Background: an optimization exercise with open tools, aiming at small area, a short achievable clock period and few clock cycles per item. Do not read the settings as production practice.
Function was checked by simulation only, so behaviour that the tests miss may differ from the original.
Power and IR drop assume default switching activity.

==> flow/design.v <==
package fft_pkg;
    localparam int N_POINTS   = 16;
    localparam int CREDIT_MAX = 4;
    localparam int SKID_DEPTH = 14;
    localparam int STALL_LEN  = 56;
endpackage
module add_bk
#(
    parameter int W = 16
)
(
    input  logic [W-1:0] a,
    input  logic [W-1:0] b,
    input  logic         ci,
    output logic [W-1:0] s
);
    logic [W-1:0] g0, p0, gg, pg;
    logic [W:0]   c;
    assign g0 = a & b;
    assign p0 = a ^ b;
    always_comb
    begin
        gg = g0;
        pg = p0;
        gg[0] = g0[0] | (p0[0] & ci);
        for (int l = 0; (1 << l) < W; l++)
            for (int i = (2 << l) - 1; i < W; i += (2 << l))
            begin
                gg[i] = gg[i] | (pg[i] & gg[i - (1 << l)]);
                pg[i] = pg[i] & pg[i - (1 << l)];
            end
        for (int l = 4; l >= 0; l--)
            for (int i = (3 << l) - 1; i < W; i += (2 << l))
                if ((1 << l) < W)
                begin
                    gg[i] = gg[i] | (pg[i] & gg[i - (1 << l)]);
                    pg[i] = pg[i] & pg[i - (1 << l)];
                end
        c[0] = ci;
        for (int i = 0; i < W; i++)
            c[i + 1] = gg[i];
    end
    assign s = p0 ^ c[W-1:0];
endmodule
module csa_row
#(
    parameter int W = 16
)
(
    input  logic [W-1:0] a,
    input  logic [W-1:0] b,
    input  logic [W-1:0] c,
    input  logic         cin,
    output logic [W-1:0] s,
    output logic [W-1:0] co
);
    logic [W-1:0] maj;
    assign s   = a ^ b ^ c;
    assign maj = (a & b) | (a & c) | (b & c);
    assign co  = {maj[W-2:0], cin};
endmodule
module cos_mult
#(
    parameter int W = 14
)
(
    input  logic [W-1:0] t,
    input  logic [1:0]   mode,
    output logic [W-1:0] p
);
    logic [W-1:0] t2, t4, t6, x1, x2, x3, s1, c1, s2, c2;
    logic         on;
    assign t2 = {{2{t[W-1]}}, t[W-1:2]};
    assign t4 = {{4{t[W-1]}}, t[W-1:4]};
    assign t6 = {{6{t[W-1]}}, t[W-1:6]};
    assign on = (mode != 2'd0);
    assign x1 = on ? ~t4 : '0;
    assign x2 = (mode == 2'd2) ? ~t2 : '0;
    assign x3 = (mode == 2'd2) ? t6 : ((mode == 2'd1) ? ~t6 : '0);
    csa_row #(.W(W)) u_r1 (.a(t),  .b(x1), .c(x2), .cin(on),   .s(s1), .co(c1));
    csa_row #(.W(W)) u_r2 (.a(s1), .b(c1), .c(x3), .cin(1'b0), .s(s2), .co(c2));
    add_bk  #(.W(W)) u_add (.a(s2), .b(c2), .ci(on), .s(p));
endmodule
module sin_mult
#(
    parameter int W = 14
)
(
    input  logic [W-1:0] t,
    output logic [W-1:0] s
);
    logic [W-1:0] t1, t3;
    assign t1 = {t[W-1], t[W-1:1]};
    assign t3 = {{3{t[W-1]}}, t[W-1:3]};
    add_bk #(.W(W)) u_add (.a(t1), .b(~t3), .ci(1'b1), .s(s));
endmodule
module rot_combine
#(
    parameter int W = 14
)
(
    input  logic [W-1:0] al,
    input  logic [W-1:0] be,
    input  logic [W-1:0] ga,
    input  logic [W-1:0] de,
    input  logic         m2,
    output logic [W-1:0] yr,
    output logic [W-1:0] yi
);
    logic [W-1:0] ua, ub, va, vb, k, s1, c1;
    assign ua = m2 ? ga  : al;
    assign ub = m2 ? ~de : be;
    add_bk #(.W(W)) u_r (.a(ua), .b(ub), .ci(m2), .s(yr));
    assign va = m2 ? ~al : ga;
    assign vb = m2 ? ~be : ~de;
    assign k  = {{(W-2){1'b0}}, m2, !m2};
    csa_row #(.W(W)) u_k (.a(va), .b(vb), .c(k), .cin(1'b0), .s(s1), .co(c1));
    add_bk  #(.W(W)) u_i (.a(s1), .b(c1), .ci(1'b0), .s(yi));
endmodule
module fft_top
(
    input  logic                clk,
    input  logic                rst_n,
    input  logic                in_valid_i,
    input  logic [23:0]         din_i,
    output logic                in_ready_o,
    input  logic                credit_i,
    output logic                out_valid_o,
    output logic [31:0]         dout_o
);
    localparam int SK = fft_pkg::SKID_DEPTH;
    logic        adv;            
    logic [3:0]  pp;             
    logic [2:0]  fv;             
    logic [2:0]  cc;             
    logic [5:0]  st;             
    logic        vb;             
    logic        ov;             
    logic        ir;             
    logic [3:0]  sb;             
    logic [3:0]  pp_n, sb_n;
    logic [2:0]  fv_n, cc_n;
    logic [5:0]  st_n;
    logic        vb_n, adv_n;
    logic        h3, h2, h1, r1, h0, ca, cb;
    logic [3:0]  pp7_n, pp2_n, pp15_n, pp14_n;
    logic [23:0] din_q;
    logic        dv_q;
    logic [23:0] sk [SK];
    logic        push, pop;
    logic [23:0] xin;
    logic        xv;
    always_ff @(posedge clk)
        din_q <= din_i;
    assign push = dv_q && (!adv || (sb != 4'd0));
    assign pop  = adv && (sb != 4'd0);
    always_ff @(posedge clk)
    begin
        sk[0] <= push ? din_q : sk[SK-1];
        for (int i = 1; i < SK; i++)
            sk[i] <= sk[i-1];
    end
    assign xin = (sb != 4'd0) ? sk[SK-1] : din_q;
    assign xv  = (sb != 4'd0) || dv_q;
    logic [27:0] l3_0;
    logic [59:0] l3_1;           
    logic [27:0] l3 [2:7];
    logic [2:0]  tg3, tg3_n;     
    logic [2:0]  m3a, m3c;       
    logic [13:0] p3r, p3i, s3r, s3i;
    logic [13:0] al3, be3, ga3, de3, y3r, y3i;
    logic [12:0] x3r, x3i, a3r, a3i, sum3r, sum3i, dif3r, dif3i;
    logic [27:0] l3_in, o3, p3;
    assign x3r = {xin[23], xin[23:12]};
    assign x3i = {xin[11], xin[11:0]};
    assign a3r = l3[7][26:14];
    assign a3i = l3[7][12:0];
    add_bk #(.W(13)) u_s3r (.a(a3r), .b(x3r),  .ci(1'b0), .s(sum3r));
    add_bk #(.W(13)) u_s3i (.a(a3i), .b(x3i),  .ci(1'b0), .s(sum3i));
    add_bk #(.W(13)) u_d3r (.a(a3r), .b(~x3r), .ci(1'b1), .s(dif3r));
    add_bk #(.W(13)) u_d3i (.a(a3i), .b(~x3i), .ci(1'b1), .s(dif3i));
    always_comb
    begin
        if (!adv)
            l3_in = l3[7];
        else if (!h3)
            l3_in = {{2{x3r[12]}}, x3r[11:0], {2{x3i[12]}}, x3i[11:0]};
        else
            l3_in = {dif3r[12], dif3r, dif3i[12], dif3i};
    end
    assign o3 = h3 ? {sum3r[12], sum3r, sum3i[12], sum3i} : l3[7];
    assign tg3_n = adv ? (pp[3] ? pp[2:0] : 3'd0) : tg3;
    cos_mult #(.W(14)) u_c3r (.t(l3_0[27:14]), .mode({m3a[1] && !m3a[0], m3a[0]}), .p(p3r));
    sin_mult #(.W(14)) u_n3r (.t(l3_0[27:14]), .s(s3r));
    cos_mult #(.W(14)) u_c3i (.t(l3_0[13:0]),  .mode({m3a[1] && !m3a[0], m3a[0]}), .p(p3i));
    sin_mult #(.W(14)) u_n3i (.t(l3_0[13:0]),  .s(s3i));
    logic       q3a, q3e, q3s;
    assign q3a = l3_1[2];
    assign q3e = l3_1[1];
    assign q3s = l3_1[0];
    assign m3c = {l3_1[3], 2'b00};
    assign al3 = q3a ? l3_1[45:32] : l3_1[59:46];
    assign ga3 = q3a ? l3_1[17:4]  : l3_1[31:18];
    assign be3 = !q3e ? '0 : (q3s ? l3_1[17:4]  : l3_1[31:18]);
    assign de3 = !q3e ? '0 : (q3s ? l3_1[45:32] : l3_1[59:46]);
    rot_combine #(.W(14)) u_rc3 (.al(al3), .be(be3), .ga(ga3), .de(de3), .m2(m3c[2]), .yr(y3r), .yi(y3i));
    always_ff @(posedge clk)
    begin
        l3_0 <= l3_in;
        tg3 <= tg3_n;
        m3a <= adv_n ? tg3_n : 3'd0;
        l3_1 <= {p3r, s3r, p3i, s3i, m3a[2], m3a[1:0] == 2'd3, m3a[1:0] != 2'd0, m3a[1:0] == 2'd1};
        l3[2] <= {y3r, y3i};
        for (int i = 3; i < 8; i++)
            l3[i] <= l3[i-1];
        if (adv)
            p3 <= o3;
    end
    logic [3:0]  i2;
    logic [1:0]  tg2, tg2_n;     
    logic [29:0] l2_0, l2_2, l2_3;
    logic [31:0] l2_1;           
    logic [1:0]  m2a, m2c;
    logic [14:0] y2r, y2i, a2r, a2i, sum2r, sum2i, dif2r, dif2i;
    logic [14:0] p2r, p2i, be2, de2, z2r, z2i;
    logic [29:0] l2_in, o2, p2;
    assign i2  = pp + 4'd7;
    assign y2r = {p3[27], p3[27:14]};
    assign y2i = {p3[13], p3[13:0]};
    assign a2r = l2_3[29:15];
    assign a2i = l2_3[14:0];
    add_bk #(.W(15)) u_s2r (.a(a2r), .b(y2r),  .ci(1'b0), .s(sum2r));
    add_bk #(.W(15)) u_s2i (.a(a2i), .b(y2i),  .ci(1'b0), .s(sum2i));
    add_bk #(.W(15)) u_d2r (.a(a2r), .b(~y2r), .ci(1'b1), .s(dif2r));
    add_bk #(.W(15)) u_d2i (.a(a2i), .b(~y2i), .ci(1'b1), .s(dif2i));
    always_comb
    begin
        if (!adv)
            l2_in = l2_3;
        else if (!h2)
            l2_in = {y2r, y2i};
        else
            l2_in = {dif2r, dif2i};
    end
    assign o2 = h2 ? {sum2r, sum2i} : l2_3;
    assign tg2_n = adv ? (i2[2] ? i2[1:0] : 2'd0) : tg2;
    assign m2c = l2_1[1:0];
    cos_mult #(.W(15)) u_c2r (.t(l2_0[29:15]), .mode({m2a[0], 1'b0}), .p(p2r));
    cos_mult #(.W(15)) u_c2i (.t(l2_0[14:0]),  .mode({m2a[0], 1'b0}), .p(p2i));
    assign be2 = m2c[0] ? l2_1[16:2]  : '0;
    assign de2 = m2c[0] ? l2_1[31:17] : '0;
    rot_combine #(.W(15)) u_rc2 (.al(l2_1[31:17]), .be(be2), .ga(l2_1[16:2]), .de(de2), .m2(m2c[1]),
                                 .yr(z2r), .yi(z2i));
    always_ff @(posedge clk)
    begin
        l2_0 <= l2_in;
        tg2 <= tg2_n;
        m2a <= adv_n ? tg2_n : 2'd0;
        l2_1 <= {p2r, p2i, m2a};
        l2_2 <= {z2r, z2i};
        l2_3 <= l2_2;
        if (adv)
            p2 <= o2;
    end
    logic [31:0] l1 [2];
    logic [31:0] l1_in, o1, p1;
    logic [15:0] y1r, y1i, a1r, a1i, sum1r, sum1i, dif1r, dif1i, u1a, u1b, v1a, v1b;
    assign y1r = {p2[29], p2[29:15]};
    assign y1i = {p2[14], p2[14:0]};
    assign a1r = l1[1][31:16];
    assign a1i = l1[1][15:0];
    add_bk #(.W(16)) u_s1r (.a(a1r), .b(y1r), .ci(1'b0), .s(sum1r));
    add_bk #(.W(16)) u_s1i (.a(a1i), .b(y1i), .ci(1'b0), .s(sum1i));
    assign u1a = r1 ? a1i : a1r;
    assign u1b = r1 ? y1i : y1r;
    assign v1a = r1 ? y1r : a1i;
    assign v1b = r1 ? a1r : y1i;
    add_bk #(.W(16)) u_d1r (.a(u1a), .b(~u1b), .ci(1'b1), .s(dif1r));
    add_bk #(.W(16)) u_d1i (.a(v1a), .b(~v1b), .ci(1'b1), .s(dif1i));
    always_comb
    begin
        if (!adv)
            l1_in = l1[1];
        else if (!h1)
            l1_in = {y1r, y1i};
        else
            l1_in = {dif1r, dif1i};
    end
    assign o1 = h1 ? {sum1r, sum1i} : l1[1];
    always_ff @(posedge clk)
    begin
        l1[0] <= l1_in;
        l1[1] <= l1[0];
        if (adv)
            p1 <= o1;
    end
    logic [31:0] l0, l0_in, o0;
    logic [15:0] sum0r, sum0i, dif0r, dif0i;
    add_bk #(.W(16)) u_s0r (.a(l0[31:16]), .b(p1[31:16]),  .ci(1'b0), .s(sum0r));
    add_bk #(.W(16)) u_s0i (.a(l0[15:0]),  .b(p1[15:0]),   .ci(1'b0), .s(sum0i));
    add_bk #(.W(16)) u_d0r (.a(l0[31:16]), .b(~p1[31:16]), .ci(1'b1), .s(dif0r));
    add_bk #(.W(16)) u_d0i (.a(l0[15:0]),  .b(~p1[15:0]),  .ci(1'b1), .s(dif0i));
    always_comb
    begin
        if (!adv)
            l0_in = l0;
        else if (!h0)
            l0_in = p1;
        else
            l0_in = {dif0r, dif0i};
    end
    assign o0 = h0 ? {sum0r, sum0i} : l0;
    always_ff @(posedge clk)
        l0 <= l0_in;
    logic [31:0] la [7];
    logic [31:0] lb [2];
    logic [31:0] oa, ob, dout_q;
    assign oa = ca ? o0 : la[6];
    assign ob = cb ? oa : lb[1];
    always_ff @(posedge clk)
    begin
        la[0] <= (!adv || ca) ? la[6] : o0;
        for (int i = 1; i < 7; i++)
            la[i] <= la[i-1];
        lb[0] <= (!adv || cb) ? lb[1] : oa;
        lb[1] <= lb[0];
        if (adv)
            dout_q <= ob;
    end
    assign dout_o = dout_q;
    always_comb
    begin
        pp_n = pp + {3'd0, adv};
        fv_n = fv;
        if (adv && (pp == 4'd15))
            fv_n = {fv[1], fv[0], 1'b0};
        else if (adv && (pp == 4'd0))
            fv_n = {fv[2:1], xv};
        vb_n  = (pp_n >= 4'd12) ? fv_n[1] : fv_n[2];
        cc_n  = cc + {2'd0, credit_i} - {2'd0, ov};
        if (st != 6'd0)
            st_n = st - 6'd1;
        else if (!adv)
            st_n = 6'(fft_pkg::STALL_LEN - 1);
        else
            st_n = 6'd0;
        adv_n = (st_n == 6'd0) && !(vb_n && (cc_n == 3'd0));
        sb_n  = sb + {3'd0, push} - {3'd0, pop};
        pp7_n  = pp_n + 4'd7;
        pp2_n  = pp_n + 4'd2;
        pp15_n = pp_n + 4'd15;
        pp14_n = pp_n + 4'd14;
    end
    always_ff @(posedge clk or negedge rst_n)
    begin
        if (!rst_n)
        begin
            h3 <= 1'b0;
            h2 <= 1'b1;
            h1 <= 1'b1;
            r1 <= 1'b0;
            h0 <= 1'b1;
            ca <= 1'b1;
            cb <= 1'b0;
        end
        else
        begin
            h3 <= pp_n[3];
            h2 <= pp7_n[2];
            h1 <= pp2_n[1];
            r1 <= pp2_n[0];
            h0 <= pp15_n[0];
            ca <= pp14_n[3] && !pp14_n[0];
            cb <= pp7_n[2] && !pp7_n[1];
        end
    end
    always_ff @(posedge clk or negedge rst_n)
    begin
        if (!rst_n)
        begin
            dv_q <= 1'b0;
            sb   <= '0;
            pp   <= '0;
            fv   <= '0;
            cc   <= '0;
            st   <= '0;
            adv  <= 1'b1;
            vb   <= 1'b0;
            ov   <= 1'b0;
            ir   <= 1'b0;
        end
        else
        begin
            dv_q <= in_valid_i;
            sb   <= sb_n;
            pp   <= pp_n;
            fv   <= fv_n;
            cc   <= cc_n;
            st   <= st_n;
            adv  <= adv_n;
            vb   <= vb_n;
            ov   <= vb_n && adv_n;
            ir   <= adv_n && (pp_n == 4'd15) && (sb_n == 4'd0)
                    && ((cc_n == 3'(fft_pkg::CREDIT_MAX)) || (fv_n[1:0] == 2'b00));
        end
    end
    assign out_valid_o = ov;
    assign in_ready_o  = ir;
endmodule
==> flow/run.sh <==
#!/bin/bash
# synth_recipe.tcl (not shown) runs the flow's synth.tcl, then flattens the netlist and writes it again
# the make line also repeats each setting of config.mk as NAME=value (left out here)
make -C /OpenROAD-flow-scripts/flow DESIGN_CONFIG=/design/flow/config.mk WORK_HOME=/design/flow/orfs CLKGATE_MAP_FILE= SYNTH_SCRIPT=/design/flow/synth_recipe.tcl finish
==> flow/config.mk <==
export PLATFORM = sky130hd
export DESIGN_NAME = fft_top
export DESIGN_NICKNAME = fft_top
export VERILOG_FILES = /design/flow/design.v
export SDC_FILE = /design/flow/constraint.sdc
export NUM_CORES = 4
export LEC_CHECK = 0
export CAP_MARGIN = 50
export CORE_MARGIN = 2
export CORE_UTILIZATION = 60
export SLEW_MARGIN = 60
==> flow/constraint.sdc <==
create_clock -name core_clock -period 12.0 [get_ports {clk}]
set_input_delay 2.4000 -clock core_clock [delete_from_list [all_inputs] [get_ports {clk}]]
set_output_delay 2.4000 -clock core_clock [all_outputs]
set_load 0.01 [all_outputs]
==> results.json, run 1 <==
{
  "ir_drop_mv": 0.200,
  "fin_worst_skew_ns": 0.0509,
  "cts_tree": "yes",
  "p_int_mw": 11.3,
  "status": "complete, no violations",
  "mappedNetlistNets": 5343,
  "coreArea_mm2": 0.0886,
  "gp_congestion": 0.845,
  "fin_tns_setup_ns": 0,
  "synth_top_area_share_pct": 40.8,
  "reg2reg_to": "l3_1[59]$_DFF_P_",
  "syn_area_mm2": 0.0538,
  "route.detailed.drc": 0,
  "drt-initial-drc-count": 1896,
  "drive_gt1_share_pct": 9.63,
  "layout_setup_ws_ns": 6.63,
  "placed_area_mm2": 0.0557,
  "max_freq_mhz": 186,
  "yosysMostFrequentCell": "dfxtp_1",
  "start_kind": "flop",
  "vias": 30900,
  "ios": 62,
  "p_leak_nw": 26.9,
  "tightest_slew_ns": 0.564,
  "cp-end-kind": "flop",
  "cp_common_cell": "fa_1",
  "stdcell_count": 5986,
  "cts.sinks": 1281,
  "antenna_found_initial": 4,
  "die_h_um": 303,
  "crit_family": "adder cells",
  "cts_hold_buf": 0,
  "synth.area.top_cells": "dfxtp_1 41%, fa_1 11%, edfxtp_1 8.6%",
  "drtAntennaViolNets": 0,
  "cts-root-buf": "clkbuf_16",
  "hold_violations": 0,
  "cts_setup_buffers": 0,
  "synth_cells": 4664,
  "track_usage_pct": 23.4,
  "grt_pass1_wl_um": 167000,
  "async_flop_share_pct": 2.26,
  "period_needed_ns": 5.37,
  "setup_violations": 0,
  "syn_avg_cell_area_um2": 11.5,
  "ys_ff_latch": 1281,
  "arrival_ns": 6.03,
  "grt_max_degree": 79,
  "firstDrtPassIters": 7,
  "fillers": 6752,
  "critPathMaxStageDelay_ns": 0.63,
  "fin_crit_sh_pct": 44.8,
  "dp_hpwl_um": 77400,
  "clkLatencyLatePin_ns": 0.74,
  "yosysTopAreaCell": "dfxtp_1",
  "clk_path_buf_depth": 3,
  "slew_viol_final": 0,
  "ys_warn_count": 10,
  "slowest_stage": "dfxtp_2",
  "rsz0062_at_grt": "no",
  "synth_edf_count": 154,
  "ys_seq_area_share_pct": 50.8,
  "r2r-start": "m3a[0]$_SDFF_PN0_",
  "synthFlopType": "dfxtp_1",
  "start_util_pct": 60.7,
  "die_area_mm2": 0.0921,
  "min_delay_path_depth": 0,
  "hp-start": "sk[0][18]$_DFF_P_",
  "htreeDepth": 3,
  "gr-total-overflow": 0,
  "power_frac_comb_pct": 36.5,
  "r2r_slack_ns": 6.63,
  "crit_type": "flop to flop",
  "cp_cell_sequence": "nand2b_2, nor2_1, fa_1, fa_1, ha_1, fa_1, a21o_1, a21oi_1, o21bai_1, a21oi_1, nand2_1, a41oi_1, o21ai_0, fa_1, xor2_1, xnor2_1, xnor2_1",
  "die_w_um": 303,
  "drt-total-wl_um": 105000,
  "r2r_cells": 17,
  "portBuffers": 61,
  "path_max_fanout": 21,
  "ys_types": 72,
  "synth_common_cells": "1,098 x dfxtp_1, 547 x inv_1, 367 x ha_1, 330 x nand2_1, 284 x fa_1",
  "swShare_pct": 35.2,
  "power_mw": 17.5,
  "grt_pass1_vias": 30500,
  "nets": 5392,
  "rows": 109,
  "dp_slack_ns": 6.62,
  "critical_path_buf_inv_count": 0,
  "finalInstanceArea_mm2": 0.0601,
  "p_switching_mw": 6.15,
  "maxCapViolCount": 0,
  "numCtsBuffers": 121,
  "hold_class": "flop to flop",
  "pwr_density_cell_mw_per_mm2": 290,
  "cts.repair.resized": 0,
  "dp.cells": 5753,
  "seqPwrFrac_pct": 40.4,
  "min_delay_worst_endpoint": "sk[1][18]$_DFF_P_",
  "syn2layout_area_growth_pct": 11.7,
  "path_clk_slew_ns": 0.07,
  "cp.required_ns": 12.66,
  "clkPwrFrac_pct": 23.1,
  "post_drt_wl_per_cell_um": 17.5,
  "viasPerCell": 5.16,
  "max_slew_margin_pct": 62.3
}
-- routing by layer --
layer,part of all wire [%],global-route usage (%),vias up
met3,2.9,2.97,152
met2,46,37.8,398
met5,0,0,-
li1,-,-,15500
met4,2.7,6.73,0
met1,48,33.2,14800
-- logic make-up after synthesis --
logic type / share of synthesized area, %
DFF: 50.8
AOI/OAI and AO/OA: 8.12
and+or+nand+nor: 5.91
buffers and inverters: 5.08
adders and majority gates: 19.1
muxes: 7.56
xor gates and xnor gates: 3.43
-- cell usage in the layout, fill, tap and decap left out, drive strengths merged, types with 38 or more instances in the layout --
master / count
a21o: 66
a21oi: 207
a31oi: 48
clkbuf: 165
clkdlybuf4s50: 61
clkinv: 38
dfxtp: 1098
edfxtp: 154
fa: 284
ha: 367
inv: 561
mux2: 147
mux2i: 182
nand2: 330
nand2b: 49
nor2: 194
nor2b: 45
o21ai: 254
xnor2: 168
xor2: 43
-- power by group through the flow --
stage               clock network, mW  logic [mW]  registers (mW)
global placement                    0        6.15            7.18
floorplan                           0        4.89            6.68
finish                           4.03        6.38            7.05
global route                     4.29        7.27            7.23
CTS                              4.12        6.44            7.08
detailed placement                  0        6.36            7.14
-- worst max path at each step --
stage | from | to | cells after the start
2_1_floorplan | adv$_DFF_PN1_ | ir$_DFF_PN0_ | 13
3_3_place_gp | m3a[0]$_SDFF_PN0_ | l3_1[59]$_DFF_P_ | 17
3_5_place_dp | m3a[0]$_SDFF_PN0_ | l3_1[59]$_DFF_P_ | 17
4_1_cts | m3a[0]$_SDFF_PN0_ | l3_1[59]$_DFF_P_ | 17
5_1_grt | m3a[0]$_SDFF_PN0_ | l3_1[31]$_DFF_P_ | 17
6_report | m3a[0]$_SDFF_PN0_ | l3_1[59]$_DFF_P_ | 17
-- cell type report --
| type | count | area (um^2) | area share [%] |
|---|---|---|---|
| flip-flops and latches | 1281 | 27400 | 45.5 |
| multi-input cells | 2667 | 23800 | 39.6 |
| clock buffers | 163 | 3550 | 5.91 |
| inverters | 548 | 2060 | 3.42 |
| well taps | 1165 | 1460 | 2.43 |
| repair buffers | 94 | 1020 | 1.70 |
| clock inverters | 67 | 842 | 1.40 |
| diodes | 1 | 2.50 | 0.00416 |
-- state kept, by name, indices dropped and copies added (netlist names), 30 cells and up --
name	count
dout_q	32
l0	32
l1	64
l2_0	30
l2_1	32
l2_2	30
l2_3	30
l3	168
l3_1	58
la	224
lb	64
p1	32
p2	30
sk	336
-- per-stage QoR --
step / hold WS, ns / util (%)
finish: 0.292 / 67.8
global route: 0.307 / 67.8
CTS: 0.301 / 67.7
detailed placement: 0.312 / 62.8
global placement: 0.310 / 62.5
floorplan: 0.310 / -
Testbench counts, summed over its fixed seeds: cycles 3,246, frames 192.
==> run 2, diff against run 1 <==
--- a/flow/config.mk
+++ b/flow/config.mk
@@ -7,5 +7,5 @@
 export LEC_CHECK = 0
-export CAP_MARGIN = 50
+export CAP_MARGIN = 20
 export CORE_MARGIN = 2
-export CORE_UTILIZATION = 60
-export SLEW_MARGIN = 60
+export CORE_UTILIZATION = 40
+export SLEW_MARGIN = 20
==> run 2 against run 1 <==
  * Still clean on timing, DRC and antenna
  * Largest cell class unchanged
  * Critical path depth unchanged
  * Sequential cell count unchanged
  * Design area increased by 0.44%
  * Maximum frequency decreased by 10%
  * Clock power decreased by 4%
  * Largest power group unchanged
  * Utilization decreased by 23 points
  * Worst setup slack got worse by 0.60 ns
  * Clock-buffer cell count increased by 8
  * Global-route usage decreased by 8.1 points
  * Sequential share of layout area decreased by 0.20 points
  * Cell count increased by 9.9%
==> results.json, run 2 <==
{
  "hold_ws_ns": 0.312,
  "coreArea_mm2": 0.133,
  "status": "complete, no violations",
  "drt-initial-drc-count": 1536,
  "crit_start": "m3a[0]$_SDFF_PN0_",
  "ir_drop_mv": 0.196,
  "die_h_um": 371,
  "hold_violations": 0,
  "drive_gt1_share_pct": 9.12,
  "numCtsBuffers": 120,
  "hp-start": "l1[0][14]$_DFF_P_",
  "ys_types": 72,
  "ys_ff_latch": 1281,
  "route.detailed.drc": 0,
  "mappedNetlistNets": 5343,
  "syn_avg_cell_area_um2": 11.5,
  "setup_violations": 0,
  "gp_congestion": 0.812,
  "path_max_fanout": 21,
  "antenna_found_initial": 2,
  "p_leak_nw": 26.7,
  "fin_tns_setup_ns": 0,
  "drtAntennaViolNets": 0,
  "hold_class": "flop to flop",
  "max_slew_margin_pct": 30.8,
  "maxCapViolCount": 0,
  "pwr_density_cell_mw_per_mm2": 283,
  "syn2layout_area_growth_pct": 12.2,
  "synth_top_area_share_pct": 40.8,
  "syn_area_mm2": 0.0538,
  "synth_cells": 4664,
  "max_freq_mhz": 168,
  "mostFrequentLayoutCells": "1,094 x dfxtp_1, 547 x inv_1, 367 x ha_1, 330 x nand2_1, 284 x fa_1",
  "cts-root-buf": "clkbuf_16",
  "final_common_cell": "dfxtp_1",
  "viasPerCell": 4.67,
  "rows": 134,
  "arrival_ns": 6.64,
  "synth_edf_count": 154,
  "fin_crit_sh_pct": 49.7,
  "async_flop_share_pct": 2.26,
  "crit_type": "flop to flop",
  "rsz0062_at_grt": "no",
  "grt_max_degree": 85,
  "clkLatencyLatePin_ns": 0.75,
  "vias": 30700,
  "start_util_pct": 40.3,
  "post_drt_wl_per_cell_um": 15.6,
  "path_clk_slew_ns": 0.07,
  "ios": 62,
  "yosysTopAreaCell": "dfxtp_1",
  "synth.area.top_cells": "dfxtp_1 41%, fa_1 11%, edfxtp_1 8.6%",
  "reg_top3": "sk x336, la x224, l3 x168",
  "portBuffers": 61,
  "cp-end-kind": "flop",
  "r2r-start": "m3a[0]$_SDFF_PN0_",
  "clk_path_buf_depth": 3,
  "largest_register_ffs": 336,
  "gr-total-overflow": 0,
  "slew_viol_final": 0,
  "synth_common_cells": "1,098 x dfxtp_1, 547 x inv_1, 367 x ha_1, 330 x nand2_1, 284 x fa_1",
  "drt-total-wl_um": 103000,
  "ys_warn_count": 10,
  "cts.sinks": 1281,
  "fillers": 12400,
  "track_usage_pct": 15.3,
  "nets": 5385,
  "start_kind": "flop",
  "grt_pass1_vias": 31000,
  "die_w_um": 371,
  "diodes": 0,
  "cts_tree": "yes",
  "firstDrtPassIters": 5,
  "htreeDepth": 3,
  "dp_hpwl_um": 74100,
  "tightest_slew_ns": 1.04,
  "top_register": "sk",
  "cts.repair.resized": 0,
  "synthFlopType": "dfxtp_1",
  "grt_pass1_wl_um": 168000,
  "cp.required_ns": 12.68,
  "cts_setup_buffers": 0,
  "die_area_mm2": 0.137,
  "ys_seq_area_share_pct": 50.8,
  "period_needed_ns": 5.97,
  "cts_hold_buf": 0,
  "yosysMostFrequentCell": "dfxtp_1",
  "fin_worst_skew_ns": 0.0332
}
run 2: area by class of cell:
cell class	instances	area (um^2)	share of cell area [%]
sequential	1281	27400	45.3
multi-input combinational	2667	23800	39.4
clock buffer	171	3540	5.87
tap	1768	2210	3.66
inverter	548	2060	3.41
timing repair buffer	88	813	1.35
clock inverter	58	611	1.01
run 2: path summary, 6_finish.rpt:
kind | endpoint | slack [ns] | depth (start not counted)
setup / recovery | l3_1[59]$_DFF_P_ | 6.03 | 17
hold / removal | l1[1][14]$_DFF_P_ | 0.31 | 0
setup reg to reg | l3_1[59]$_DFF_P_ | 6.03 | 17
hold reg to reg | l1[1][14]$_DFF_P_ | 0.31 | 0
max in group asynchronous | pp[0]$_DFF_PN0_ | 9.56 | 2
min in group asynchronous | dv_q$_DFF_PN0_ | 2.08 | 2
run 2: layer usage:
| layer | routed length [um] | track usage [%] | share of wire [%] |
|---|---|---|---|
| met2 | 47400 | 24.8 | 46 |
| met3 | 3580 | 2.92 | 3.5 |
| met5 | 0 | 0 | 0 |
| met4 | 2730 | 4.66 | 2.7 |
| met1 | 48900 | 20.6 | 48 |
run 2: cell families after synthesis:
kind of cell    count (synthesis)  share of synthesized area (%)
fa+ha+maj                     651                           19.1
mux                           355                           7.56
simple gates                  720                           5.91
buf+inv                       716                           5.08
xor+xnor                      211                           3.43
compound gates                730                           8.12
flops                        1281                           50.8
run 2: critical path: stages (launching register included):
cell and delay [ns]:
dfxtp_1 0.86, nand2b_1 0.80, nor2_1 0.14, fa_1 0.57, fa_1 0.42, ha_1 0.24, fa_1 0.45, a21o_1 0.17
a21oi_1 0.24, o21bai_1 0.10, a21oi_1 0.28, nand2_1 0.14, a41oi_1 0.35, o21ai_0 0.21, fa_1 0.46, xor2_1 0.16
xnor2_1 0.17, xnor2_1 0.14
run 2: metrics by stage:
stage          std cells  instance area (um^2)  worst slack, ns  utilization, %  total power [mW]
3_3_place_gp        6352                 56200             6.21            42.1              13.3
3_5_place_dp        6352                 56200             6.07            42.1              13.4
5_1_grt             6581                 60400             5.55            45.2              18.6
2_1_floorplan       4664                 53800             7.01               -              11.6
4_1_cts             6581                 60400             6.04            45.2              17.4
6_report            6581                 60400             6.03            45.2              17.1
run 2: where the power goes:
part	internal, mW	switching, mW
combinational	2.83	3.35
sequential	6.06	1.00
clock	2.19	1.68
total	11.1	6.03
==> run 3, diff against run 2 <==
--- a/flow/design.v
+++ b/flow/design.v
@@ -67,3 +67,5 @@
     input  logic [W-1:0] t,
-    input  logic [1:0]   mode,
+    input  logic         on,
+    input  logic         c22,
+    input  logic         c45,
     output logic [W-1:0] p
@@ -71,3 +73,2 @@
     logic [W-1:0] t2, t4, t6, x1, x2, x3, s1, c1, s2, c2;
-    logic         on;
     assign t2 = {{2{t[W-1]}}, t[W-1:2]};
@@ -75,6 +76,5 @@
     assign t6 = {{6{t[W-1]}}, t[W-1:6]};
-    assign on = (mode != 2'd0);
-    assign x1 = on ? ~t4 : '0;
-    assign x2 = (mode == 2'd2) ? ~t2 : '0;
-    assign x3 = (mode == 2'd2) ? t6 : ((mode == 2'd1) ? ~t6 : '0);
+    assign x1 = on  ? ~t4 : '0;
+    assign x2 = c45 ? ~t2 : '0;
+    assign x3 = c45 ? t6 : (c22 ? ~t6 : '0);
     csa_row #(.W(W)) u_r1 (.a(t),  .b(x1), .c(x2), .cin(on),   .s(s1), .co(c1));
@@ -135,2 +135,3 @@
     logic [2:0]  cc;             
+    logic        cr;             
     logic [5:0]  st;             
@@ -169,2 +170,4 @@
     logic [2:0]  m3a, m3c;       
+    logic [2:0]  m3_n;
+    logic [2:0]  k3r, k3i_b;
     logic [13:0] p3r, p3i, s3r, s3i;
@@ -192,5 +195,6 @@
     assign tg3_n = adv ? (pp[3] ? pp[2:0] : 3'd0) : tg3;
-    cos_mult #(.W(14)) u_c3r (.t(l3_0[27:14]), .mode({m3a[1] && !m3a[0], m3a[0]}), .p(p3r));
+    assign m3_n  = adv_n ? tg3_n : 3'd0;
+    cos_mult #(.W(14)) u_c3r (.t(l3_0[27:14]), .on(k3r[2]), .c22(k3r[1]), .c45(k3r[0]), .p(p3r));
     sin_mult #(.W(14)) u_n3r (.t(l3_0[27:14]), .s(s3r));
-    cos_mult #(.W(14)) u_c3i (.t(l3_0[13:0]),  .mode({m3a[1] && !m3a[0], m3a[0]}), .p(p3i));
+    cos_mult #(.W(14)) u_c3i (.t(l3_0[13:0]),  .on(!k3i_b[2]), .c22(!k3i_b[1]), .c45(!k3i_b[0]), .p(p3i));
     sin_mult #(.W(14)) u_n3i (.t(l3_0[13:0]),  .s(s3i));
@@ -210,3 +214,5 @@
         tg3 <= tg3_n;
-        m3a <= adv_n ? tg3_n : 3'd0;
+        m3a   <= m3_n;
+        k3r   <= {m3_n[1:0] != 2'd0, m3_n[0], m3_n[1:0] == 2'd2};
+        k3i_b <= ~{m3_n[1:0] != 2'd0, m3_n[0], m3_n[1:0] == 2'd2};
         l3_1 <= {p3r, s3r, p3i, s3i, m3a[2], m3a[1:0] == 2'd3, m3a[1:0] != 2'd0, m3a[1:0] == 2'd1};
@@ -222,3 +228,4 @@
     logic [31:0] l2_1;           
-    logic [1:0]  m2a, m2c;
+    logic [1:0]  m2a, m2c, m2_n;
+    logic        k2r, k2i_b;     
     logic [14:0] y2r, y2i, a2r, a2i, sum2r, sum2i, dif2r, dif2i;
@@ -246,5 +253,6 @@
     assign tg2_n = adv ? (i2[2] ? i2[1:0] : 2'd0) : tg2;
+    assign m2_n  = adv_n ? tg2_n : 2'd0;
     assign m2c = l2_1[1:0];
-    cos_mult #(.W(15)) u_c2r (.t(l2_0[29:15]), .mode({m2a[0], 1'b0}), .p(p2r));
-    cos_mult #(.W(15)) u_c2i (.t(l2_0[14:0]),  .mode({m2a[0], 1'b0}), .p(p2i));
+    cos_mult #(.W(15)) u_c2r (.t(l2_0[29:15]), .on(k2r),    .c22(1'b0), .c45(k2r),    .p(p2r));
+    cos_mult #(.W(15)) u_c2i (.t(l2_0[14:0]),  .on(!k2i_b), .c22(1'b0), .c45(!k2i_b), .p(p2i));
     assign be2 = m2c[0] ? l2_1[16:2]  : '0;
@@ -257,3 +265,5 @@
         tg2 <= tg2_n;
-        m2a <= adv_n ? tg2_n : 2'd0;
+        m2a   <= m2_n;
+        k2r   <= m2_n[0];
+        k2i_b <= !m2_n[0];
         l2_1 <= {p2r, p2i, m2a};
@@ -339,3 +349,3 @@
         vb_n  = (pp_n >= 4'd12) ? fv_n[1] : fv_n[2];
-        cc_n  = cc + {2'd0, credit_i} - {2'd0, ov};
+        cc_n  = cc + {2'd0, cr} - {2'd0, ov};
         if (st != 6'd0)
@@ -385,2 +395,3 @@
             cc   <= '0;
+            cr   <= 1'b0;
             st   <= '0;
@@ -398,2 +409,3 @@
             cc   <= cc_n;
+            cr   <= credit_i;
             st   <= st_n;
@@ -403,3 +415,3 @@
             ir   <= adv_n && (pp_n == 4'd15) && (sb_n == 4'd0)
-                    && ((cc_n == 3'(fft_pkg::CREDIT_MAX)) || (fv_n[1:0] == 2'b00));
+                    && ((cc_n >= 3'(fft_pkg::CREDIT_MAX - 1)) || (fv_n[1:0] == 2'b00));
         end
--- a/flow/config.mk
+++ b/flow/config.mk
@@ -7,5 +7,5 @@
 export LEC_CHECK = 0
-export CAP_MARGIN = 20
+export CAP_MARGIN = 70
 export CORE_MARGIN = 2
-export CORE_UTILIZATION = 40
-export SLEW_MARGIN = 20
+export CORE_UTILIZATION = 65
+export SLEW_MARGIN = 80
==> run 3 against run 2 <==
  * Clock skew up 0.039 ns
  * Maximum frequency up 7.1%
  * Routed wire length up 8.4%
  * Synthesized cell count up 2.7%
  * Non-clock buffer count up 100
  * Sequential cell count up 7
  * Die area down 37%
  * Power down 48%
  * Critical path depth up 1
  * Global-route usage up 11 points
  * First-iteration DRC count up 17%
  * Highest routed layer unchanged
==> results.json, run 3 <==
{
  "status": "complete, no violations",
  "mappedNetlistNets": 5461,
  "tightest_slew_ns": 0.325,
  "arrival_ns": 6.18,
  "p_leak_nw": 27.4,
  "cts.sinks": 1288,
  "multi_input_area_mm2": 0.0254,
  "placed_area_mm2": 0.0581,
  "hold_ws_ns": 0.268,
  "dr_wl_met2_um": 53500,
  "dp_slack_ns": 6.43,
  "syn2layout_area_growth_pct": 15.5,
  "fin_tns_setup_ns": 0,
  "firstDrtPassIters": 7,
  "highest-signal-layer": "met4",
  "slew_viol_final": 0,
  "reg2reg_to": "l3[2][27]$_DFF_P_",
  "yosysMostFrequentCell": "dfxtp_1",
  "cts_tree": "yes",
  "wl_met3_um": 3980,
  "r2r_cells": 18,
  "max_slew_margin_pct": 78.1,
  "r2r-start": "l3_1[0]$_DFF_P_",
  "synth_edf_count": 154,
  "r2r_slack_ns": 6.43,
  "fillers": 5563,
  "fin_crit_sh_pct": 46.4,
  "syn_avg_cell_area_um2": 11.4,
  "min_delay_worst_endpoint": "l1[1][22]$_DFF_P_",
  "post_drt_wl_per_cell_um": 18.2,
  "period_needed_ns": 5.57,
  "synthFlopType": "dfxtp_1",
  "die_area_mm2": 0.0861,
  "coreArea_mm2": 0.0833,
  "track_usage_pct": 26.3,
  "start_util_pct": 65.4,
  "synth_cells": 4790,
  "vias": 32700,
  "ys_seq_area_share_pct": 50.5,
  "numCtsBuffers": 119,
  "synth.area.top_cells": "dfxtp_1 41%, fa_1 10%, edfxtp_1 8.5%",
  "route.detailed.drc": 0,
  "layout_setup_ws_ns": 6.43,
  "min_delay_path_depth": 0,
  "grt_pass1_vias": 32700,
  "stdcell_count": 6109,
  "hold_class": "flop to flop",
  "layout.area.seq_mm2": 0.0276,
  "nets": 5593,
  "dp.cells": 5872,
  "drtAntennaViolNets": 0,
  "grt_max_degree": 49,
  "path_clk_slew_ns": 0.06,
  "grt_pass1_wl_um": 178000,
  "cts.repair.resized": 0,
  "drive_gt1_share_pct": 14.6,
  "post-route-util_pct": 75.5,
  "met1_length_um": 50700,
  "portBuffers": 61,
  "hold_violations": 0,
  "top_register": "sk",
  "cts_hold_buf": 0,
  "finalInstanceArea_mm2": 0.0629,
  "syn_area_mm2": 0.0544,
  "ys_types": 78,
  "viasPerCell": 5.35,
  "rsz0062_at_grt": "no",
  "htreeDepth": 3,
  "yosysTopAreaCell": "dfxtp_1",
  "antenna_found_initial": 1,
  "cts-root-buf": "clkbuf_16",
  "ir_drop_mv": 0.172,
  "gp_congestion": 0.879,
  "cts_setup_buffers": 0,
  "final_common_cell": "dfxtp_1",
  "max_freq_mhz": 179,
  "synth_top_area_share_pct": 40.6,
  "reg_top3": "sk x336, la x224, l3 x168",
  "maxCapViolCount": 0,
  "cp-end-kind": "flop",
  "drt-initial-drc-count": 1791,
  "cp.required_ns": 12.61,
  "ios": 62,
  "synth_common_cells": "1,104 x dfxtp_1, 516 x inv_1, 402 x nand2_1, 367 x ha_1, 276 x fa_1",
  "die_h_um": 293,
  "die_w_um": 293,
  "drt-total-wl_um": 111000,
  "fin_worst_skew_ns": 0.0717,
  "path_max_fanout": 42,
  "async_flop_share_pct": 2.33,
  "largest_register_ffs": 336,
  "start_kind": "flop",
  "pwr_density_cell_mw_per_mm2": 142,
  "gr-total-overflow": 0,
  "mostFrequentLayoutCells": "1,068 x dfxtp_1, 513 x inv_1, 402 x nand2_1, 358 x ha_1, 276 x fa_1",
  "dp_hpwl_um": 82800,
  "clkLatencyLatePin_ns": 0.72,
  "hp-start": "l1[0][22]$_DFF_P_",
  "ys_warn_count": 10,
  "power_mw": 8.95,
  "ys_ff_latch": 1288,
  "clk_path_buf_depth": 3,
  "crit_type": "flop to flop",
  "setup_violations": 0,
  "rows": 106
}
==> run 3: worst max path at each step <==
stage                           from           endpoint  slack (ns)  depth (start not counted)
floorplan              adv$_DFF_PN1_       ir$_DFF_PN0_        7.33                         13
global placement    k3i_b[0]$_DFF_P_   l3_1[31]$_DFF_P_        7.22                         15
detailed placement   l3_1[0]$_DFF_P_  l3[2][27]$_DFF_P_        6.43                         18
CTS                  l3_1[0]$_DFF_P_  l3[2][27]$_DFF_P_        6.43                         18
global route         l3_1[0]$_DFF_P_  l3[2][27]$_DFF_P_        6.17                         18
finish               l3_1[0]$_DFF_P_  l3[2][27]$_DFF_P_        6.43                         18
==> run 3: cell type report <==
class,instances,share of cell area [%]
multi-input combinational,2805,40.4
tap,1080,2.15
inverter,520,3.13
antenna,1,0.00398
sequential,1288,43.8
clock buffer,147,5.30
timing repair buffer,188,3.65
clock inverter,80,1.57
==> run 3: where the power goes <==
group	internal [mW]	switching, mW	total [mW]	leakage [nW]
sequential	4.47	0.0436	4.52	10.6
clock	2.33	1.70	4.03	2.10
combinational	0.188	0.216	0.404	14.7
==> run 3: routing by layer <==
metal  track usage, %  up-vias
met5                0        -
met4             8.14        0
met3             2.84      175
met2             43.9      537
met1             36.4    15800
li1                 -    16100
==> run 3: worst max-delay path, stage by stage, from the launching register on <==
cell	delay [ns]
dfxtp_1	0.34
buf_8	0.27
mux2_2	0.38
a21oi_1	0.14
a31oi_1	0.08
fa_1	0.46
fa_1	0.49
a21o_1	0.18
a21o_1	0.22
a2111oi_4	0.35
clkdlybuf4s50_1	0.59
clkdlybuf4s50_1	0.50
clkdlybuf4s50_1	0.52
o31ai_4	0.10
nand3_1	0.10
nand2_1	0.07
fa_1	0.43
xor2_1	0.18
xnor2_1	0.12
==> run 3: cell families after synthesis <==
group,count (synthesis),synth area share [%]
flops,1288,50.5
simple gates,827,6.73
compound gates,773,8.58
buf+inv,697,4.84
fa+ha+maj,644,18.6
mux,336,7.10
xor+xnor,225,3.67
Testbench counts of run 3, summed over its fixed seeds: cycles 3,246, frames 192.
==> run 4, diff against run 3 <==
--- a/flow/config.mk
+++ b/flow/config.mk
@@ -7,5 +7,5 @@
 export LEC_CHECK = 0
-export CAP_MARGIN = 70
+export CAP_MARGIN = 50
 export CORE_MARGIN = 2
-export CORE_UTILIZATION = 65
-export SLEW_MARGIN = 80
+export CORE_UTILIZATION = 60
+export SLEW_MARGIN = 60
==> run 4 against run 3 <==
  * Global-route usage shrank 2.2 points
  * Sequential cell count unchanged
  * Largest power group unchanged
  * Utilization shrank 8.0 points
  * Via count down 2.7%
  * Area after synthesis unchanged
==> results.json, run 4 <==
{
  "status": "complete, no violations",
  "cts_tree": "yes",
  "final_common_cell": "dfxtp_1",
  "gp_congestion": 0.860,
  "dp_slack_ns": 7.31,
  "post_drt_wl_per_cell_um": 17.8,
  "synthFlopType": "dfxtp_1",
  "syn2layout_area_growth_pct": 11.7,
  "largest_register_ffs": 336,
  "hp-start": "l1[0][17]$_DFF_P_",
  "route.detailed.drc": 0,
  "numCtsBuffers": 131,
  "power_frac_comb_pct": 3.9,
  "yosysMostFrequentCell": "dfxtp_1",
  "layout_setup_ws_ns": 7.26,
  "rows": 110,
  "max_slew_margin_pct": 59.0,
  "grt_pass1_vias": 31700,
  "antenna_found_initial": 4,
  "fin_worst_skew_ns": 0.0348,
  "seqPwrFrac_pct": 50.3,
  "async_flop_share_pct": 2.33,
  "start_kind": "flop",
  "clkPwrFrac_pct": 45.8,
  "arrival_ns": 5.33,
  "synth_edf_count": 154,
  "r2r-start": "k3r[2]$_DFF_P_",
  "drive_gt1_share_pct": 9.39,
  "synth_common_cells": "1,104 x dfxtp_1, 516 x inv_1, 402 x nand2_1, 367 x ha_1, 276 x fa_1",
  "power_mw": 8.99,
  "grt_pass1_wl_um": 175000,
  "p_int_mw": 7.01,
  "drtAntennaViolNets": 0,
  "start_util_pct": 60.5,
  "syn_avg_cell_area_um2": 11.4,
  "mappedNetlistNets": 5461,
  "nets": 5505,
  "top_register": "sk",
  "gr-total-overflow": 0,
  "ios": 62,
  "cp_common_cell": "fa_1",
  "slew_viol_final": 0,
  "path_clk_slew_ns": 0.07,
  "drt-initial-drc-count": 1897,
  "slowest_stage": "fa_1",
  "cts-root-buf": "clkbuf_16",
  "htreeDepth": 4,
  "tightest_slew_ns": 0.607,
  "cts.repair.resized": 0,
  "cp_cell_sequence": "inv_1, nor2_1, fa_1, inv_1, fa_1, inv_1, ha_1, fa_1, a21o_1, a21oi_1, nor2b_1, o21a_1, o221a_2, o41a_1, fa_1, xnor2_1, xnor2_1, xnor2_1",
  "hold_violations": 0,
  "drt-total-wl_um": 109000,
  "rsz0062_at_grt": "no",
  "p_leak_nw": 26.7,
  "path_max_fanout": 10,
  "ys_warn_count": 10,
  "clkLatencyLatePin_ns": 0.74,
  "fin_tns_setup_ns": 0,
  "pwr_density_cell_mw_per_mm2": 148,
  "cp-end-kind": "flop",
  "ys_ff_latch": 1288,
  "die_area_mm2": 0.0932,
  "hold_ws_ns": 0.306,
  "crit_type": "flop to flop",
  "viasPerCell": 5.20,
  "firstDrtPassIters": 5,
  "cts.sinks": 1288,
  "grt_max_degree": 92,
  "swShare_pct": 22.0,
  "synth.area.top_cells": "dfxtp_1 41%, fa_1 10%, edfxtp_1 8.5%",
  "coreArea_mm2": 0.0900,
  "dp_hpwl_um": 79800,
  "fin_crit_sh_pct": 39.5,
  "cp.required_ns": 12.59,
  "synth_cells": 4790,
  "clk_path_buf_depth": 3,
  "crit_start": "k3r[2]$_DFF_P_",
  "mostFrequentLayoutCells": "1,099 x dfxtp_1, 514 x inv_1, 402 x nand2_1, 367 x ha_1, 276 x fa_1",
  "ys_types": 78,
  "reg_top3": "sk x336, la x224, l3 x168",
  "period_needed_ns": 4.74,
  "portBuffers": 61,
  "max_freq_mhz": 211,
  "die_w_um": 305,
  "critPathMaxStageDelay_ns": 0.49,
  "ir_drop_mv": 0.179,
  "die_h_um": 305,
  "post-route-util_pct": 67.5,
  "cts_hold_buf": 0,
  "track_usage_pct": 24.1,
  "maxCapViolCount": 0,
  "synth_top_area_share_pct": 40.6,
  "vias": 31800,
  "hold_class": "flop to flop",
  "ys_seq_area_share_pct": 50.5,
  "setup_violations": 0,
  "cts_setup_buffers": 0,
  "yosysTopAreaCell": "dfxtp_1",
  "p_switching_mw": 1.98,
  "syn_area_mm2": 0.0544
}
[run 4: cell counts after synthesis]
No cell type changed its count.
[run 4: power groups by stage]
stage	Clock (mW)	Sequential [mW]	Combinational, mW
6_report	4.12	4.52	0.354
5_1_grt	4.38	4.53	0.403
2_1_floorplan	0	4.59	0.267
3_3_place_gp	0	4.60	0.347
4_1_cts	4.21	4.52	0.358
3_5_place_dp	0	4.61	0.355
[run 4: worst paths after layout]
path	endpoint	slack [ns]	depth (start not counted)
max in group asynchronous	pp[0]$_DFF_PN0_	9.97	1
min in group asynchronous	st[3]$_DFF_PN0_	1.63	1
max	l3_1[59]$_DFF_P_	7.26	18
min	l1[1][17]$_DFF_P_	0.31	0
min reg2reg	l1[1][17]$_DFF_P_	0.31	0
max reg2reg	l3_1[59]$_DFF_P_	7.26	18
[run 4: layout make-up]
cell class,instances,area (um^2)
Tap cell,1176,1470
Fill cell,6870,29200
Clock buffer,182,3780
Antenna cell,1,2.50
Inverter,520,1960
Timing Repair Buffer,88,937
Clock inverter,60,736
Sequential cell,1288,27500
Multi-Input combinational cell,2805,24400
[run 4: worst max-delay path: cells and delay by family (launching register included)]
| family | cells | cell delay (ns) |
|---|---|---|
| flops | 1 | 0.42 |
| buf+inv | 3 | 0.32 |
| xor+xnor | 3 | 0.42 |
| fa+ha+maj | 5 | 2.06 |
| compound gates | 5 | 1.18 |
| simple gates | 2 | 0.17 |
[run 4: stage by stage]
step	std cells	area, um^2
floorplan	4790	54400
global placement	5871	56000
detailed placement	5874	56200
CTS	6116	60700
global route	6119	60800
finish	6120	60800
[run 4: cells by family (layout without fill, tap and decap cells)]
| logic type | Yosys count | after routing | share of synthesized area, % |
|---|---|---|---|
| XOR/XNOR | 225 | 225 | 3.67 |
| flip-flops | 1288 | 1288 | 50.5 |
| buffers and inverters | 697 | 850 | 4.84 |
| AND/OR/NAND/NOR | 827 | 827 | 6.73 |
| multiplexers | 336 | 336 | 7.10 |
| adder cells (fa/ha/maj) | 644 | 644 | 18.6 |
| other | 0 | 1 | 0 |
| AO/OA/AOI/OAI | 773 | 773 | 8.58 |
[run 4: metal layers]
layer	part of all wire (%)	wire length [um]	track usage [%]
met4	3.5	3770	9.35
met5	0.012	13	0
met3	3.7	4070	3.85
met1	47	51100	33.3
met2	46	50300	38.3
==> run 5, diff against run 4 <==
--- a/flow/design.v
+++ b/flow/design.v
@@ -72,3 +72,3 @@
 );
-    logic [W-1:0] t2, t4, t6, x1, x2, x3, s1, c1, s2, c2;
+    logic [W-1:0] t2, t4, t6, x1, x2, x3;
     assign t2 = {{2{t[W-1]}}, t[W-1:2]};
@@ -79,5 +79,3 @@
     assign x3 = c45 ? t6 : (c22 ? ~t6 : '0);
-    csa_row #(.W(W)) u_r1 (.a(t),  .b(x1), .c(x2), .cin(on),   .s(s1), .co(c1));
-    csa_row #(.W(W)) u_r2 (.a(s1), .b(c1), .c(x3), .cin(1'b0), .s(s2), .co(c2));
-    add_bk  #(.W(W)) u_add (.a(s2), .b(c2), .ci(on), .s(p));
+    assign p = t + x1 + x2 + x3 + {{(W-2){1'b0}}, on, 1'b0};
 endmodule
@@ -109,6 +107,6 @@
 );
-    logic [W-1:0] ua, ub, va, vb, k, s1, c1;
+    logic [W-1:0] ua, ub, va, vb, k;
     assign ua = m2 ? ga  : al;
     assign ub = m2 ? ~de : be;
-    add_bk #(.W(W)) u_r (.a(ua), .b(ub), .ci(m2), .s(yr));
+    assign yr = ua + ub + {{(W-1){1'b0}}, m2};
     assign va = m2 ? ~al : ga;
@@ -116,4 +114,3 @@
     assign k  = {{(W-2){1'b0}}, m2, !m2};
-    csa_row #(.W(W)) u_k (.a(va), .b(vb), .c(k), .cin(1'b0), .s(s1), .co(c1));
-    add_bk  #(.W(W)) u_i (.a(s1), .b(c1), .ci(1'b0), .s(yi));
+    assign yi = va + vb + k;
 endmodule
@@ -141,2 +138,3 @@
     logic [3:0]  sb;             
+    logic        sbz;            
     logic [3:0]  pp_n, sb_n;
@@ -155,4 +153,4 @@
         din_q <= din_i;
-    assign push = dv_q && (!adv || (sb != 4'd0));
-    assign pop  = adv && (sb != 4'd0);
+    assign push = dv_q && (!adv || !sbz);
+    assign pop  = adv && !sbz;
     always_ff @(posedge clk)
@@ -163,4 +161,4 @@
     end
-    assign xin = (sb != 4'd0) ? sk[SK-1] : din_q;
-    assign xv  = (sb != 4'd0) || dv_q;
+    assign xin = sbz ? din_q : sk[SK-1];
+    assign xv  = !sbz || dv_q;
     logic [27:0] l3_0;
@@ -392,2 +390,3 @@
             sb   <= '0;
+            sbz  <= 1'b1;
             pp   <= '0;
@@ -406,2 +405,3 @@
             sb   <= sb_n;
+            sbz  <= (sb_n == 4'd0);
             pp   <= pp_n;
--- a/flow/config.mk
+++ b/flow/config.mk
@@ -10,2 +10,3 @@
 export CORE_UTILIZATION = 60
+export CTS_BUF_LIST = sky130_fd_sc_hd__clkbuf_8
 export SLEW_MARGIN = 60
==> run 5 against run 4 <==
  * Clock-buffer cell count rose by 70
  * Highest routed layer unchanged
  * Critical path depth fell by 17
  * Area after synthesis fell by 0.55%
  * First-iteration DRC count fell by 1.1%
  * Worst setup slack improved by 0.41 ns
  * Clock power fell by 2%
  * Sequential power barely moved
  * Maximum frequency rose by 9.4%
  * Via count rose by 0.21%
==> results.json, run 5 <==
{
  "p_switching_mw": 1.89,
  "cts_tree": "yes",
  "placed_area_mm2": 0.0560,
  "r2r-start": "p1[16]$_DFFE_PP_",
  "hp-start": "l3[6][27]$_DFF_P_",
  "arrival_ns": 1.93,
  "path_clk_slew_ns": 0.06,
  "yosysMostFrequentCell": "dfxtp_1",
  "period_needed_ns": 4.33,
  "htreeDepth": 4,
  "rsz0062_at_grt": "no",
  "synthSimpleGateAreaFrac_pct": 5.84,
  "dp_hpwl_um": 76900,
  "start_kind": "flop",
  "post-route-util_pct": 67.8,
  "synth_fa_ha_area_share_pct": 17.6,
  "p_leak_nw": 27.2,
  "ys_warn_count": 10,
  "synth_edf_count": 154,
  "synthXorXnorAreaFrac_pct": 4.19,
  "synth.mux.area_fraction_pct": 7.76,
  "seqPwrFrac_pct": 51.2,
  "crit_family": "buffers and inverters",
  "grt_pass1_wl_um": 170000,
  "clkLatencyLatePin_ns": 0.87,
  "cp-end-kind": "output pin",
  "r2r_slack_ns": 7.73,
  "cp.required_ns": 9.60,
  "critical_path_buf_inv_count": 1,
  "min_delay_path_depth": 0,
  "synthFlopType": "dfxtp_1",
  "antenna_found_initial": 4,
  "status": "complete, no violations",
  "viasPerCell": 5.11,
  "syn2layout_area_growth_pct": 12.3,
  "cts_setup_buffers": 0,
  "hold_ws_ns": 0.287,
  "r2r_cells": 17,
  "use_met2_pct": 38.3,
  "grt_pass1_vias": 32200,
  "clk_path_buf_depth": 3,
  "track_usage_pct": 23.3,
  "grt_util_met1_pct": 31.0,
  "power_frac_comb_pct": 2.8,
  "dp.cells": 5866,
  "maxCapViolCount": 0,
  "reg2reg_to": "dout_q[31]$_DFFE_PP_",
  "async_flop_share_pct": 2.40,
  "portBuffers": 61,
  "slew_viol_final": 0,
  "max_freq_mhz": 231,
  "coreArea_mm2": 0.0897,
  "cp_cell_sequence": "clkdlybuf4s50_1",
  "syn_avg_cell_area_um2": 11.4,
  "grt_max_degree": 96,
  "dp_slack_ns": 7.67,
  "firstDrtPassIters": 5,
  "drt-initial-drc-count": 1877,
  "cts_hold_buf": 0,
  "vias": 31900,
  "swShare_pct": 21.5,
  "clkPwrFrac_pct": 45.9,
  "crit_type": "flop to output pin",
  "fin_worst_skew_ns": 0.0506,
  "setup_violations": 0,
  "fin_tns_setup_ns": 0,
  "die_w_um": 304,
  "top_register": "sk",
  "p_int_mw": 6.92,
  "ys_types": 74,
  "cts.repair.resized": 0,
  "max_slew_margin_pct": 63.0,
  "cts.sinks": 1289,
  "ir_drop_mv": 0.163,
  "cts-root-buf": "clkbuf_8",
  "drt-total-wl_um": 105000,
  "critPathMaxStageDelay_ns": 0.60,
  "power_mw": 8.81,
  "numCtsBuffers": 193,
  "hold_violations": 0,
  "syn_area_mm2": 0.0541,
  "hold_class": "flop to flop",
  "drtAntennaViolNets": 0,
  "finalInstanceArea_mm2": 0.0608,
  "gr-total-overflow": 0,
  "post_drt_wl_per_cell_um": 16.9,
  "route.detailed.drc": 0,
  "yosysTopAreaCell": "dfxtp_1",
  "synth_top_area_share_pct": 40.8,
  "synth_common_cells": "1,104 x dfxtp_1, 517 x inv_1, 377 x ha_1, 303 x nand2_1, 270 x a21oi_1",
  "rows": 110,
  "largest_register_ffs": 336,
  "die_area_mm2": 0.0927,
  "met3_usage_pct": 3.94,
  "synth.area.top_cells": "dfxtp_1 41%, fa_1 8.9%, ha_1 8.7%",
  "busiest_layer": "met2",
  "ios": 62,
  "drive_gt1_share_pct": 12.1,
  "path_max_fanout": 1,
  "layout_setup_ws_ns": 7.67,
  "pwr_density_cell_mw_per_mm2": 145,
  "die_h_um": 304,
  "nets": 5535,
  "synth_cells": 4761,
  "slowest_stage": "clkdlybuf4s50_1",
  "fin_crit_sh_pct": 36.1,
  "ys_ff_latch": 1289,
  "start_util_pct": 60.3,
  "gp_congestion": 0.835,
  "synth_compound_area_share_pct": 9.08,
  "mostFrequentLayoutCells": "1,099 x dfxtp_1, 563 x inv_1, 377 x ha_1, 303 x nand2_1, 268 x a21oi_1",
  "synth_top_family_by_area": "adder cells",
  "fillers": 6879,
  "mappedNetlistNets": 5407,
  "min_delay_worst_endpoint": "l3[7][27]$_DFF_P_",
  "ys_seq_area_share_pct": 50.8,
  "stdcell_count": 6240,
  "reg_top3": "sk x336, la x224, l3 x168",
  "final_common_cell": "dfxtp_1",
  "tightest_slew_ns": 0.548
}
## run 5: changes by cell type in the layout (fill, tap and decap cells not counted), sizes merged, moves of 31 or more
cell,change
nand2,-99
inv,+44
o21ai,-31
mux2,+41
clkbuf,+70
fa,-35
mux2i,+46
a21oi,+49
## run 5: power groups by stage
| stage | sequential [mW] | clock, mW | combinational (mW) |
|---|---|---|---|
| global placement | 4.61 | 0 | 0.243 |
| detailed placement | 4.61 | 0 | 0.249 |
| CTS | 4.52 | 4.16 | 0.252 |
| global route | 4.53 | 4.36 | 0.281 |
| floorplan | 4.60 | 0 | 0.179 |
| finish | 4.52 | 4.05 | 0.249 |
## run 5: layout make-up
class                      count  area, um^2  share of cell area, %
sequential                  1289       27500                   45.3
multi-input combinational   2795       24200                   39.8
clock buffer                 252        3470                   5.70
inverter                     520        1950                   3.21
tap                         1176        1470                   2.42
clock inverter               113        1150                   1.89
timing repair buffer          90        1010                   1.67
antenna                        5        12.5                 0.0206
## run 5: kinds of logic (layout without fill, tap and decap cells)
logic type / Yosys count / after routing
DFF: 1289 / 1289
and+or+nand+nor: 716 / 716
AOI/OAI and AO/OA: 805 / 805
muxes: 397 / 397
other: 0 / 5
adders and majority gates: 618 / 618
buffers and inverters: 677 / 975
xor gates and xnor gates: 259 / 259
## run 5: routing by layer
metal  part of all wire (%)  vias to the layer above  wire length, um
met1                     46                    15100            48500
met2                     48                      413            50300
li1                       -                    16200                -
met3                    3.3                      178             3430
met5                  0.012                        -               13
met4                    3.0                        2             3210
## run 5: worst max-delay path by stage
stage | startpoint | endpoint | slack [ns] | cells past startpoint
CTS | ir$_DFF_PN0_ | in_ready_o | 7.62 | 1
global placement | l3_1[3]$_DFF_P_ | l3[2][13]$_DFF_P_ | 7.27 | 13
floorplan | adv$_DFF_PN1_ | ir$_DFF_PN0_ | 7.06 | 12
finish | ir$_DFF_PN0_ | in_ready_o | 7.67 | 1
detailed placement | p1[0]$_DFFE_PP_ | dout_q[15]$_DFFE_PP_ | 7.67 | 17
global route | p1[16]$_DFFE_PP_ | dout_q[31]$_DFFE_PP_ | 7.40 | 17
Testbench counts of run 5, summed over its fixed seeds: cycles 3,246, frames 192.
==> run 6, diff against run 5 <==
--- a/flow/config.mk
+++ b/flow/config.mk
@@ -10,3 +10,2 @@
 export CORE_UTILIZATION = 60
-export CTS_BUF_LIST = sky130_fd_sc_hd__clkbuf_8
 export SLEW_MARGIN = 60
==> run 6 against run 5 <==
  * Still clean
  * Cell count down 2.2%
  * Sequential cell count did not move
  * Area after synthesis did not move
  * Die area stayed put
  * Sequential power about the same
  * Critical path type is now flop to flop
==> results.json, run 6 <==
{
  "status": "complete, no violations",
  "crit_type": "flop to flop",
  "yosysMostFrequentCell": "dfxtp_1",
  "cts-root-buf": "clkbuf_16",
  "viasPerCell": 5.18,
  "drive_gt1_share_pct": 10.5,
  "cts_tree": "yes",
  "vias": 31600,
  "mappedNetlistNets": 5407,
  "coreArea_mm2": 0.0897,
  "setup_violations": 0,
  "maxCapViolCount": 0,
  "cts.repair.resized": 0,
  "slowest_stage": "o41ai_1",
  "max_slew_margin_pct": 63.1,
  "syn_area_mm2": 0.0541,
  "critical_path_buf_inv_count": 1,
  "finalInstanceArea_mm2": 0.0605,
  "swShare_pct": 21.5,
  "die_w_um": 304,
  "htreeDepth": 3,
  "synth.area.top_cells": "dfxtp_1 41%, fa_1 8.9%, ha_1 8.7%",
  "layout.area.seq_mm2": 0.0275,
  "async_flop_share_pct": 2.40,
  "cts_hold_buf": 0,
  "dp_hpwl_um": 76900,
  "synth_cells": 4761,
  "synth_edf_count": 154,
  "grt_max_degree": 96,
  "fillers": 6864,
  "gr-total-overflow": 0,
  "drt-initial-drc-count": 1889,
  "multi_input_area_mm2": 0.0242,
  "hold_class": "flop to flop",
  "period_needed_ns": 4.22,
  "route.detailed.drc": 0,
  "nets": 5464,
  "track_usage_pct": 23.2,
  "path_max_fanout": 3,
  "numCtsBuffers": 121,
  "firstDrtPassIters": 6,
  "synthFlopType": "dfxtp_1",
  "cts.sinks": 1289,
  "yosysTopAreaCell": "dfxtp_1",
  "antenna_found_initial": 2,
  "cp_cell_sequence": "ha_1, inv_1, fa_1, o21ba_2, o21bai_1, a21oi_1, o31ai_1, nor4_1, o41ai_1, a21oi_1, o21bai_1, fa_1, xor2_1, nand2_1, xor2_1, a21oi_1, mux2_2",
  "max_freq_mhz": 237,
  "ys_types": 74,
  "tightest_slew_ns": 0.546,
  "rows": 110,
  "synth_top_area_share_pct": 40.8,
  "rsz0062_at_grt": "no",
  "path_clk_slew_ns": 0.06,
  "synth_common_cells": "1,104 x dfxtp_1, 517 x inv_1, 377 x ha_1, 303 x nand2_1, 270 x a21oi_1",
  "p_int_mw": 6.83,
  "fin_crit_sh_pct": 35.1,
  "p_leak_nw": 26.8,
  "portBuffers": 61,
  "start_kind": "flop",
  "grt_pass1_vias": 31700,
  "start_util_pct": 60.3,
  "top_register": "sk",
  "clkPwrFrac_pct": 45.2,
  "clk_path_buf_depth": 3,
  "ys_ff_latch": 1289,
  "cp-end-kind": "flop",
  "reg_top3": "sk x336, la x224, l3 x168",
  "drt-total-wl_um": 105000,
  "die_h_um": 304,
  "pwr_density_cell_mw_per_mm2": 144,
  "final_common_cell": "dfxtp_1",
  "ys_warn_count": 10,
  "cp.required_ns": 12.46,
  "fin_worst_skew_ns": 0.0456,
  "ios": 62,
  "ir_drop_mv": 0.168,
  "arrival_ns": 4.68,
  "cts_setup_buffers": 0,
  "mostFrequentLayoutCells": "1,099 x dfxtp_1, 516 x inv_1, 377 x ha_1, 303 x nand2_1, 268 x a21oi_1",
  "seqPwrFrac_pct": 51.9,
  "crit_family": "compound AO/OA/AOI/OAI gates",
  "die_area_mm2": 0.0927,
  "fin_tns_setup_ns": 0,
  "critPathMaxStageDelay_ns": 0.55,
  "clkLatencyLatePin_ns": 0.72,
  "largest_register_ffs": 336,
  "placed_area_mm2": 0.0560,
  "drtAntennaViolNets": 0,
  "p_switching_mw": 1.87,
  "ys_seq_area_share_pct": 50.8,
  "post_drt_wl_per_cell_um": 17.3,
  "grt_pass1_wl_um": 171000,
  "hold_ws_ns": 0.295,
  "diodes": 0,
  "syn2layout_area_growth_pct": 11.7,
  "hold_violations": 0,
  "power_frac_comb_pct": 2.9,
  "syn_avg_cell_area_um2": 11.4,
  "gp_congestion": 0.835,
  "cp_common_cell": "a21oi_1",
  "slew_viol_final": 0
}
==> run 6: final timing paths <==
| path | startpoint | endpoint | slack, ns | depth (start not counted) |
|---|---|---|---|---|
| worst min-delay path | l3[5][16]$_DFF_P_ | l3[6][16]$_DFF_P_ | 0.29 | 0 |
| min in group asynchronous | rst_n | cr$_DFF_PN0_ | 1.61 | 1 |
| worst max register to register | p1[16]$_DFFE_PP_ | dout_q[31]$_DFFE_PP_ | 7.78 | 17 |
| worst min register to register | l3[5][16]$_DFF_P_ | l3[6][16]$_DFF_P_ | 0.29 | 0 |
| max in group asynchronous | rst_n | pp[0]$_DFF_PN0_ | 10.00 | 1 |
| worst max-delay path | p1[16]$_DFFE_PP_ | dout_q[31]$_DFFE_PP_ | 7.78 | 17 |
==> run 6: kinds of logic after synthesis <==
group	after synthesis	synth area share [%]
adder cells (fa/ha/maj)	618	17.6
multiplexers	397	7.76
AND/OR/NAND/NOR	716	5.84
AO/OA/AOI/OAI	805	9.08
XOR/XNOR	259	4.19
flip-flops	1289	50.8
buffers and inverters	677	4.71
==> run 6: layout make-up <==
cell class | count | share of cell area, %
inverter | 520 | 3.23
tap | 1176 | 2.43
clock buffer | 157 | 5.79
sequential | 1289 | 45.6
timing repair buffer | 91 | 1.71
clock inverter | 75 | 1.24
multi-input combinational | 2795 | 40.0
==> run 6: per-layer routing <==
metal	global-route usage (%)	routed length, um	vias up
met1	31.5	49000	15100
li1	-	-	16000
met4	6.22	2650	0
met5	0	0	-
met3	2.92	2830	150
met2	39.4	51000	375
==> run 6: stage by stage <==
stage | total power, mW | util, % | setup slack, ns | cells
6_report | 8.70 | 67.4 | 7.78 | 6103
5_1_grt | 9.00 | 67.4 | 7.46 | 6103
4_1_cts | 8.79 | 67.2 | 7.66 | 6098
3_5_place_dp | 4.86 | 62.4 | 7.67 | 5866
3_3_place_gp | 4.85 | 62.2 | 7.27 | 5860
2_1_floorplan | 4.77 | - | 7.06 | 4761
==> run 6: power by group through the flow <==
stage                     combinational [mW]  clock (mW)  sequential [mW]
after floorplan                        0.179           0             4.60
final                                  0.250        3.93             4.52
after global placement                 0.243           0             4.61
after global routing                   0.282        4.19             4.53
after CTS                              0.253        4.02             4.52
after detailed placement               0.249           0             4.61

what the ideal ports hide:
The flow's constraints put no driver on any port. The routed layouts listed below were extracted and timed again, unchanged, in two steps.
Step 1: set_driving_cell puts a clkbuf_16 on clk and a buf_2 on each other input, an assumption about the parent block.
Step 2 also shifts input and output timing later by t, the mid clock arrival at the registers, as if the neighbouring blocks saw the same clock.
a / b / c = no drivers / after step 1 / after step 2; a / b = the first two.
| run | shift t [ns] | slack for setup (ns) |
|---|---|---|
| run 1 | 0.779 | 6.630 / 6.630 / 6.630 |
| run 2 | 0.805 | 6.034 / 6.034 / 6.034 |
| run 3 | 0.751 | 6.429 / 6.429 / 6.429 |
| run 4 | 0.792 | 7.263 / 7.263 / 7.263 |
| run 5 | 0.907 | 7.671 / 7.610 / 7.734 |
| run 6 | 0.764 | 7.784 / 7.784 / 7.784 |
After both steps setup and hold are still met in every run listed.
